This is an optimization exercise on Yosys and OpenROAD, whose aim is small area, a short achievable clock period and few clock cycles per item, not a production implementation. Where RTL was checked, it was by simulation tests only, not by an equivalence proof against the original.

== v38 ==
==> flow/design.v (excerpt) <==
module systolic_mm_top (
   input  logic         clk,
   input  logic         rst,
   input  logic         in_valid,
   output logic         in_ready,
   input  logic [31:0]  a_col,
   input  logic [31:0]  b_row,
   output logic         out_valid,
   input  logic         out_ready,
   output logic [287:0] c,
   output logic         busy
);
==> flow/config.mk <==
export PLATFORM = sky130hd
export DESIGN_NAME = systolic_mm_top
export DESIGN_NICKNAME = systolic_mm_top
export VERILOG_FILES = /design/flow/design.v
export SDC_FILE = /design/flow/constraint.sdc
export NUM_CORES = 4
export LEC_CHECK = 0
export CAP_MARGIN = 20
export CORE_MARGIN = 2
export CORE_UTILIZATION = 45
export SETUP_SLACK_MARGIN = 2
export SLEW_MARGIN = 20
==> flow/constraint.sdc <==
create_clock -name core_clock -period 7.0 [get_ports {clk}]
set_input_delay 1.4000 -clock core_clock [delete_from_list [all_inputs] [get_ports {clk}]]
set_output_delay 1.4000 -clock core_clock [all_outputs]
set_load 0.01 [all_outputs]
run.sh (not shown) runs the stock make flow with config.mk's settings and CLKGATE_MAP_FILE= SYNTH_SCRIPT=/design/flow/synth_recipe.tcl, a recipe that flattens the netlist after the stock synthesis.
Setup changes, v38 to v48
diff --git a/flow/config.mk b/flow/config.mk
--- a/flow/config.mk
+++ b/flow/config.mk
@@ -11 +11 @@
-export SETUP_SLACK_MARGIN = 2
+export SETUP_SLACK_MARGIN = 3
Notes after the runs:
- Design area (v48 / v38): 1.15
- As far as post-synthesis sequential area ratio is concerned, v38 and v48 perform about the same.
- Wire length of the first global-routing pass in v48 is about 10% higher than in v38
- v48 vs. v38: post-detailed-routing wire length higher, final worst slack grew by 0.097 ns, I/O pin total held steady.
> inputs changed (v48 -> v2)
diff --git a/flow/config.mk b/flow/config.mk
--- a/flow/config.mk
+++ b/flow/config.mk
@@ -11 +10,0 @@
-export SETUP_SLACK_MARGIN = 3
Notes after the runs:
Final critical-path share of the clock period | v2 above v48. From v48 to v2 the numbers moved as follows: via count went down 5282; final-layout non-clock buffer area share went down 8.7 points; share of post-route cells with drive strength above 1 went down 20 points; top fanout value on the critical path went up 20. Of v48 and v2, v48 shows the higher post-place instance area, with v2 below it. v48 tops out at a higher clock frequency than v2.
No run of this note included a check of the RTL's function; only the layout flow was run.

== run A ==
systolic_mm_top, a different RTL version from the one above (not shown whole).
Size: ~5100 cells after synthesis, roughly 0.051 mm^2 of cells after synthesis.
==> flow/design.v (excerpt) <==
module systolic_mm_top (
   input  logic         clk,
   input  logic         rst,
   input  logic         in_valid,
   output logic         in_ready,
   input  logic [31:0]  a_col,
   input  logic [31:0]  b_row,
   output logic         out_valid,
   input  logic         out_ready,
   output logic [287:0] c,
   output logic         busy
);
clock: 7.0 ns
lec_check: 0
cap_margin: 20
core_margin: 2
core_utilization: 60
setup_slack_margin: 4
slew_margin: 20
Run A has completed all stages; timing, DRC and antenna checks passed.
## Diff of input files: run B against run A
- swapping 4 for 3 in SETUP_SLACK_MARGIN
==> flow/flow/run.sh (new file) <==
#!/bin/bash
# Own layout flow: the standard ORFS flow, with the port buffers that
# placement inserts on every input and output made plain buf_2 cells instead
# of the delay buffers the standard choice picks. Every tool's output goes to
# a log file of its own here (ORFS's per-step logs stay under orfs/logs).
set -euo pipefail
export BUFFER_PORTS_ARGS="-buffer_cell sky130_fd_sc_hd__buf_2"
bash standard.sh synth > synth.log 2>&1
bash standard.sh > layout.log 2>&1
==> flow/standard.sh (new file) <==
#!/bin/bash
# synth_recipe.tcl (not shown) runs the flow's synth.tcl, then flattens the netlist and writes it again
# the make line also repeats each setting of config.mk as NAME=value (left out here)
make -C /OpenROAD-flow-scripts/flow DESIGN_CONFIG=/design/flow/config.mk WORK_HOME=/design/flow/orfs CLKGATE_MAP_FILE= SYNTH_SCRIPT=/design/flow/synth_recipe.tcl "${@:-finish}"
removed: flow/run.sh
==> comparison <==
- Run A ended with every stage complete and zero timing, DRC or antenna violations.
- Run B | stages: all done | timing, DRC, antenna: all pass
- Worst setup slack improves in run B relative to run A.
- Against run A, run B comes in 0.14 ns higher on slew at the pin with the worst max-slew slack.
- The higher post-placement cell area came out of run A.
[inputs] run C vs run B
- SETUP_SLACK_MARGIN changed from 3 to 3.5
==> flow/run.sh (new file) <==
#!/bin/bash
# synth_recipe.tcl (not shown) runs the flow's synth.tcl, then flattens the netlist and writes it again
# the make line also repeats each setting of config.mk as NAME=value (left out here)
make -C /OpenROAD-flow-scripts/flow DESIGN_CONFIG=/design/flow/config.mk WORK_HOME=/design/flow/orfs CLKGATE_MAP_FILE= SYNTH_SCRIPT=/design/flow/synth_recipe.tcl finish
removed: flow/flow/run.sh
removed: flow/standard.sh
## What came out
Delta (run C minus run B): worst setup margin climbed 0.071 ns; count of clock-net buffers in the final layout climbed 4. On number of placed instances with taps included, run B and run C are neck and neck.
No functional check of the RTL was part of any run of this note.

## run 1
Another version of the RTL of systolic_mm_top (not shown whole).
For scale: roughly 410 flip-flops, roughly 360 I/O pins, about 0.050 mm^2 of cells after synthesis.
==> flow/config.mk <==
export PLATFORM = sky130hd
export DESIGN_NAME = systolic_mm_top
export DESIGN_NICKNAME = systolic_mm_top
export VERILOG_FILES = /design/flow/design.v
export SDC_FILE = /design/flow/constraint.sdc
export NUM_CORES = 4
export LEC_CHECK = 0
export CAP_MARGIN = 5
export CORE_MARGIN = 2
export CORE_UTILIZATION = 75
export SETUP_SLACK_MARGIN = 3
export SLEW_MARGIN = 5
==> flow/constraint.sdc <==
create_clock -name core_clock -period 7.0 [get_ports {clk}]
set_input_delay 1.4000 -clock core_clock [delete_from_list [all_inputs] [get_ports {clk}]]
set_output_delay 1.4000 -clock core_clock [all_outputs]
set_load 0.01 [all_outputs]
standard.sh (not shown) runs the stock make flow with config.mk's settings and CLKGATE_MAP_FILE= SYNTH_SCRIPT=/design/flow/synth_recipe.tcl, a recipe that flattens the netlist after the stock synthesis.
==> flow/flow/run.sh <==
#!/bin/bash
# Own layout flow: the standard ORFS flow, with the port buffers that
# placement inserts on every input and output made plain buf_2 cells instead
# of the delay buffers the standard choice picks. Every tool's output goes to
# a log file of its own here (ORFS's per-step logs stay under orfs/logs).
set -euo pipefail
export BUFFER_PORTS_ARGS="-buffer_cell sky130_fd_sc_hd__buf_2"
bash standard.sh synth > synth.log 2>&1
bash standard.sh > layout.log 2>&1
Run 1 | stages: all done | timing, DRC, antenna: all pass
Testbench counts of run 1, summed over its fixed seeds: cycles 1,552, matrices 384.
Setup changes, run 1 to run 2
Settings: swapping 75 for 60 in CORE_UTILIZATION; swapping 5 for 20 in CAP_MARGIN; swapping 5 for 20 in SLEW_MARGIN.
==> flow/flow/run.sh <==
#!/bin/bash
# Own layout flow: the standard ORFS flow with two changes.
# - The port buffers that placement puts on every input and output are plain
#   buf_2 cells instead of the delay buffers the default choice picks.
# - After global routing, gates off the critical paths are downsized
#   (ORFS's RECOVER_POWER step).
# Every tool's output goes to a log file of its own here; ORFS's per-step logs
# stay under orfs/logs.
set -euo pipefail
export BUFFER_PORTS_ARGS="-buffer_cell sky130_fd_sc_hd__buf_2"
export RECOVER_POWER=100
bash standard.sh synth > synth.log 2>&1
bash standard.sh > layout.log 2>&1
### Flow results
- Run 2 vs run 1, layer carrying the most global-route usage: met1 vs met2
- [run 2] flow finished | final checks: failed | reasons: capacitance limit, slew limit
- Run 2 vs run 1, start-to-end type of the worst setup path: input pin to register vs register to register
- Run 1 -> run 2: synthesized netlist net count delta 0, exact match
- Run comparison: run 1 capture point of the critical path u_engine.acc_q[11]$_DFFE_PP_; run 2 capture point of the critical path u_engine.acc_q[172]$_DFFE_PP_
- In the reports for run 1 and run 2, the smaller met2 demand-to-capacity share in global routing belongs to run 2.
- Taking run 1 as the reference, in run 2 setup slack shrank by 1.24 ns; largest fanout on the critical path grew by about 600%.
- Higher met3 global-route usage among run 1 and run 2: run 1
## Diff of input files: run 3 against run 2
Settings: CORE_UTILIZATION now 75, was 60.
==> flow/flow/run.sh <==
#!/bin/bash
# Own layout flow: the standard ORFS flow, with the port buffers that
# placement inserts on every input and output made plain buf_2 cells instead
# of the delay buffers the standard choice picks. Every tool's output goes to
# a log file of its own here (ORFS's per-step logs stay under orfs/logs).
set -euo pipefail
export BUFFER_PORTS_ARGS="-buffer_cell sky130_fd_sc_hd__buf_2"
bash standard.sh synth > synth.log 2>&1
bash standard.sh > layout.log 2>&1
### Flow results
Looking at pin count of the biggest net entering global routing, run 3 sits 13 lower than run 2 does.
The flow did not stop early for run 3: all stages ran, and the layout cleared the timing, DRC and antenna checks.
Of run 2 and run 3, the run reporting the lower highest attainable clock frequency was run 2.
Summary of run 3 over run 2: final worst-path cycle share decreased 18 points.
Estimated wirelength of the detail-placed design ended up about 4% lower on run 3 than on run 2.
Relative to run 2, the final non-filler cell total of run 3 is lower by 230.
Input changes introduced in run 4 (baseline for comparison: run 3):
Settings: CORE_UTILIZATION now 60, was 75.
==> flow/run.sh (new file) <==
#!/bin/bash
# synth_recipe.tcl (not shown) runs the flow's synth.tcl, then flattens the netlist and writes it again
# the make line also repeats each setting of config.mk as NAME=value (left out here)
make -C /OpenROAD-flow-scripts/flow DESIGN_CONFIG=/design/flow/config.mk WORK_HOME=/design/flow/orfs CLKGATE_MAP_FILE= SYNTH_SCRIPT=/design/flow/synth_recipe.tcl finish
removed: flow/flow/run.sh
removed: flow/standard.sh
Findings:
Looking at number of cell instances on the worst register-to-register path, run 4 sits 1 higher than run 3 does.
Worst setup slack: run 4 and run 3 compared, lower one is run 4
Run 3 reports its type of the worst setup path as register to register while run 4 reports register to output port.
Run 4 vs. run 3: met2 global-route usage went down by 9.2 points, wire length higher, detailed-routing iteration count for the pre-antenna-repair pass went down 2.
The end point of the critical path comes out c[233] in one run and u_engine.acc_q[11]$_DFFE_PP_ in the other, namely in run 4 and run 3 respectively.
Going from run 3 to run 4, the shortest period the worst path allows was found to have gone up by 0.029 ns.
Of the two values seen for highest metal layer with signal wires, met5 was produced by run 3 and met4 by run 4.

systolic_mm_top, a different RTL version from the one above (not shown whole).
Design systolic_mm_top, start of the top module:
module systolic_mm_top (
   input  logic         clk,
   input  logic         rst,
   input  logic         in_valid,
   output logic         in_ready,
   input  logic [31:0]  a_col,
   input  logic [31:0]  b_row,
   output logic         out_valid,
   input  logic         out_ready,
   output logic [287:0] c,
   output logic         busy
);
clock: 7.0 ns
lec_check: 0
cap_margin: 20
core_margin: 2
core_utilization: 75
cts_buf_list: sky130_fd_sc_hd__clkbuf_8
cts_cluster_size: 30
setup_slack_margin: 3
slew_margin: 20
==> flow/flow/run.sh <==
#!/bin/bash
# Own layout flow: the standard ORFS flow, with the port buffers that
# placement inserts on every input and output made plain buf_1 cells instead
# of the delay buffers the standard choice picks. Every tool's output goes to
# a log file of its own here (ORFS's per-step logs stay under orfs/logs).
set -euo pipefail
export BUFFER_PORTS_ARGS="-buffer_cell sky130_fd_sc_hd__buf_1"
bash standard.sh synth > synth.log 2>&1
bash standard.sh > layout.log 2>&1
The first run produced a clean layout.
Testbench counts at the start, summed over its fixed seeds: cycles 1,552, matrices 384.
Next try:
==> flow/flow/run.sh (replaced) <==
#!/bin/bash
# Own layout flow: the standard ORFS flow, with the port buffers that
# placement inserts on every input and output made plain buf_2 cells instead
# of the delay buffers the standard choice picks. Every tool's output goes to
# a log file of its own here (ORFS's per-step logs stay under orfs/logs).
set -euo pipefail
export BUFFER_PORTS_ARGS="-buffer_cell sky130_fd_sc_hd__buf_2"
bash standard.sh synth > synth.log 2>&1
bash standard.sh > layout.log 2>&1
- CORE_UTILIZATION: 75 -> 85
- CTS_BUF_LIST: sky130_fd_sc_hd__clkbuf_8 -> default
- CTS_CLUSTER_SIZE: 30 -> default
Non-clock buffer count decreases by 7.
Cell area increases slightly.
Utilization rises by 13 points.
Fmax shrinks by about a fifth.
Routed wire length went up by a quarter to a third.
Global-route usage rises by 9.7 points.
Area after synthesis does not change.
Count of clock-buffer cells in the layout is lower by 17.
Worst setup slack gets worse by 0.65 ns.
Next try:
- CORE_UTILIZATION: 85 -> 75
- SETUP_SLACK_MARGIN: 3 -> 2.75
Worst setup slack is better by 0.36 ns.
Count of clock-buffer cells in the layout grows by 5.
First-iteration DRC count shrinks by 52%.
Routed wire length shrinks by 25%.
Register-to-register slack is better by 0.36 ns.
Design area shrinks by 1.2%.
Final cell count grows by 1.8%.
Global-route usage shrinks by 11 points.
Next try:
- SETUP_SLACK_MARGIN: 2.75 -> 3
Effect: The changed run ran to the end with no violations. Global-route usage stays flat. Sequential share of layout area barely changes. Clock-buffer cell count goes down by 5. Register-to-register slack improves by 0.29 ns. Setup slack gets better by 0.29 ns. Final area is about the same. Core utilization rises by 0.18 points. Wire length is about the same. Die area does not change.
Next try:
- CORE_UTILIZATION: 75 -> 80
After rerunning:
- non-clock buffer count goes up by 14
- setup slack loses 0.056 ns
- cell count came out lower slightly
Next try:
- CORE_UTILIZATION: 80 -> 75
- SETUP_SLACK_MARGIN: 3 -> 3.25
What happened:
- hold slack gets better by 0.0058 ns
- cell area increases by 7.8%
- final cell count increases by 3.9%
- synthesized area stays the same
- die area increases by 6.6%
- first-iteration DRC count increases by 6.3%
- count of clock-buffer cells in the layout increases by 1

RTL: one of the versions met above, not the one the previous note started from.
For scale: roughly 410 flip-flops, ~360 I/O pins, ~51000 um2 of cells after synthesis.
Design systolic_mm_top, start of the top module:
module systolic_mm_top (
   input  logic         clk,
   input  logic         rst,
   input  logic         in_valid,
   output logic         in_ready,
   input  logic [31:0]  a_col,
   input  logic [31:0]  b_row,
   output logic         out_valid,
   input  logic         out_ready,
   output logic [287:0] c,
   output logic         busy
);
export LEC_CHECK = 0
export CAP_MARGIN = 20
export CORE_MARGIN = 2
export CORE_UTILIZATION = 60
export SETUP_SLACK_MARGIN = 3
export SLEW_MARGIN = 20
create_clock -name core_clock -period 7.0 [get_ports {clk}]
run.sh (not shown) runs the stock make flow with config.mk's settings and CLKGATE_MAP_FILE= SYNTH_SCRIPT=/design/flow/synth_recipe.tcl, a recipe that flattens the netlist after the stock synthesis.
Stock flow here: none of the scripts above is used.
The starting point completed without violations.
Rerun with:
--- a/flow/config.mk
+++ b/flow/config.mk
@@ -8,5 +8,5 @@
 export CAP_MARGIN = 20
 export CORE_MARGIN = 2
-export CORE_UTILIZATION = 60
+export CORE_UTILIZATION = 45
 export SETUP_SLACK_MARGIN = 3
 export SLEW_MARGIN = 20
The changed run finished clean.
Worst setup slack gains 0.0094 ns.
Synthesized area does not change.
Global-route usage goes down by 7.5 points.
Flip-flop and latch count does not change.
Utilization shrinks by 17 points.
Cell count is higher by 5.7%.
Clock skew falls by 0.0097 ns.
Routed wire length is higher by 4.3%.
Rerun with:
--- a/flow/config.mk
+++ b/flow/config.mk
@@ -9,4 +9,4 @@
 export CORE_MARGIN = 2
 export CORE_UTILIZATION = 45
-export SETUP_SLACK_MARGIN = 3
+export SETUP_SLACK_MARGIN = 2
 export SLEW_MARGIN = 20
Outcome: Via count drops by a few percent; cell area shrinks by a few percent; area after synthesis does not change; die area stays the same; hold slack is about the same; first-iteration DRC count drops by a few percent; utilization shrinks by 2.2 points.
No run of this note included a check of the RTL's function; only the layout flow was run.

## separate check: timing with driven ports
The flow's constraints put no driver on any port. The routed layouts listed below were extracted and timed again, unchanged, in two steps.
Step 1 (the two cells are an assumption about what drives the block):
set clk [get_ports {clk}]
set_driving_cell -lib_cell sky130_fd_sc_hd__clkbuf_16 $clk
set_driving_cell -lib_cell sky130_fd_sc_hd__buf_2 [delete_from_list [all_inputs] $clk]
Step 2 adds t to the input delays and takes it off the output delays; t is the mean of the earliest and latest rising clock arrival at the registers after step 1. Input paths then give back, and output paths get back, about the clock's delay inside the block.
Three values: ideal ports, drivers, drivers and shift; two values: the first two.
run | t (ns) | setup WS [ns] | worst setup path at the end
v38 | 0.727 | 2.092 / 2.092 / 2.092 | register to register
v48 | 0.739 | 2.189 / 2.189 / 2.189 | register to register
v2 | 0.736 | 0.757 / 0.757 / 0.757 | register to register
run A | 0.704 | 2.992 / 2.992 / 2.992 | register to register
run B | 0.698 | 3.051 / 2.981 / 3.097 | register to register
run C | 0.712 | 3.122 / 3.101 / 3.122 | register to register
run 1 | 0.691 | 2.989 / 2.979 / 2.989 | register to register
run 2 | 0.700 | 1.751 / 1.801 / 1.101 | input to register
run 3 | 0.691 | 2.989 / 2.979 / 2.989 | register to register
run 4 | 0.679 | 2.960 / 2.888 / 3.063 | register to register
the first run of note 4 | 0.764 | 3.053 / 2.986 / 3.059 | register to register
the second run of note 4 | 0.705 | 2.407 / 2.407 / 2.407 | register to register
the third run of note 4 | 0.682 | 2.764 / 2.764 / 2.764 | register to register
the fourth run of note 4 | 0.680 | 3.056 / 3.016 / 3.056 | register to register
the fifth run of note 4 | 0.681 | 3.001 / 2.978 / 3.001 | register to register
the sixth run of note 4 | 0.695 | 3.099 / 3.053 / 3.099 | register to register
the first run of note 5 | 0.698 | 3.003 / 2.932 / 3.048 | register to register
the second run of note 5 | 0.734 | 3.013 / 2.980 / 3.013 | register to register
the third run of note 5 | 0.725 | 2.259 / 2.259 / 2.259 | register to register
For run 2, which loses most, drivers alone change the setup slack by +0.050 ns; drivers and shift together by -0.650 ns.
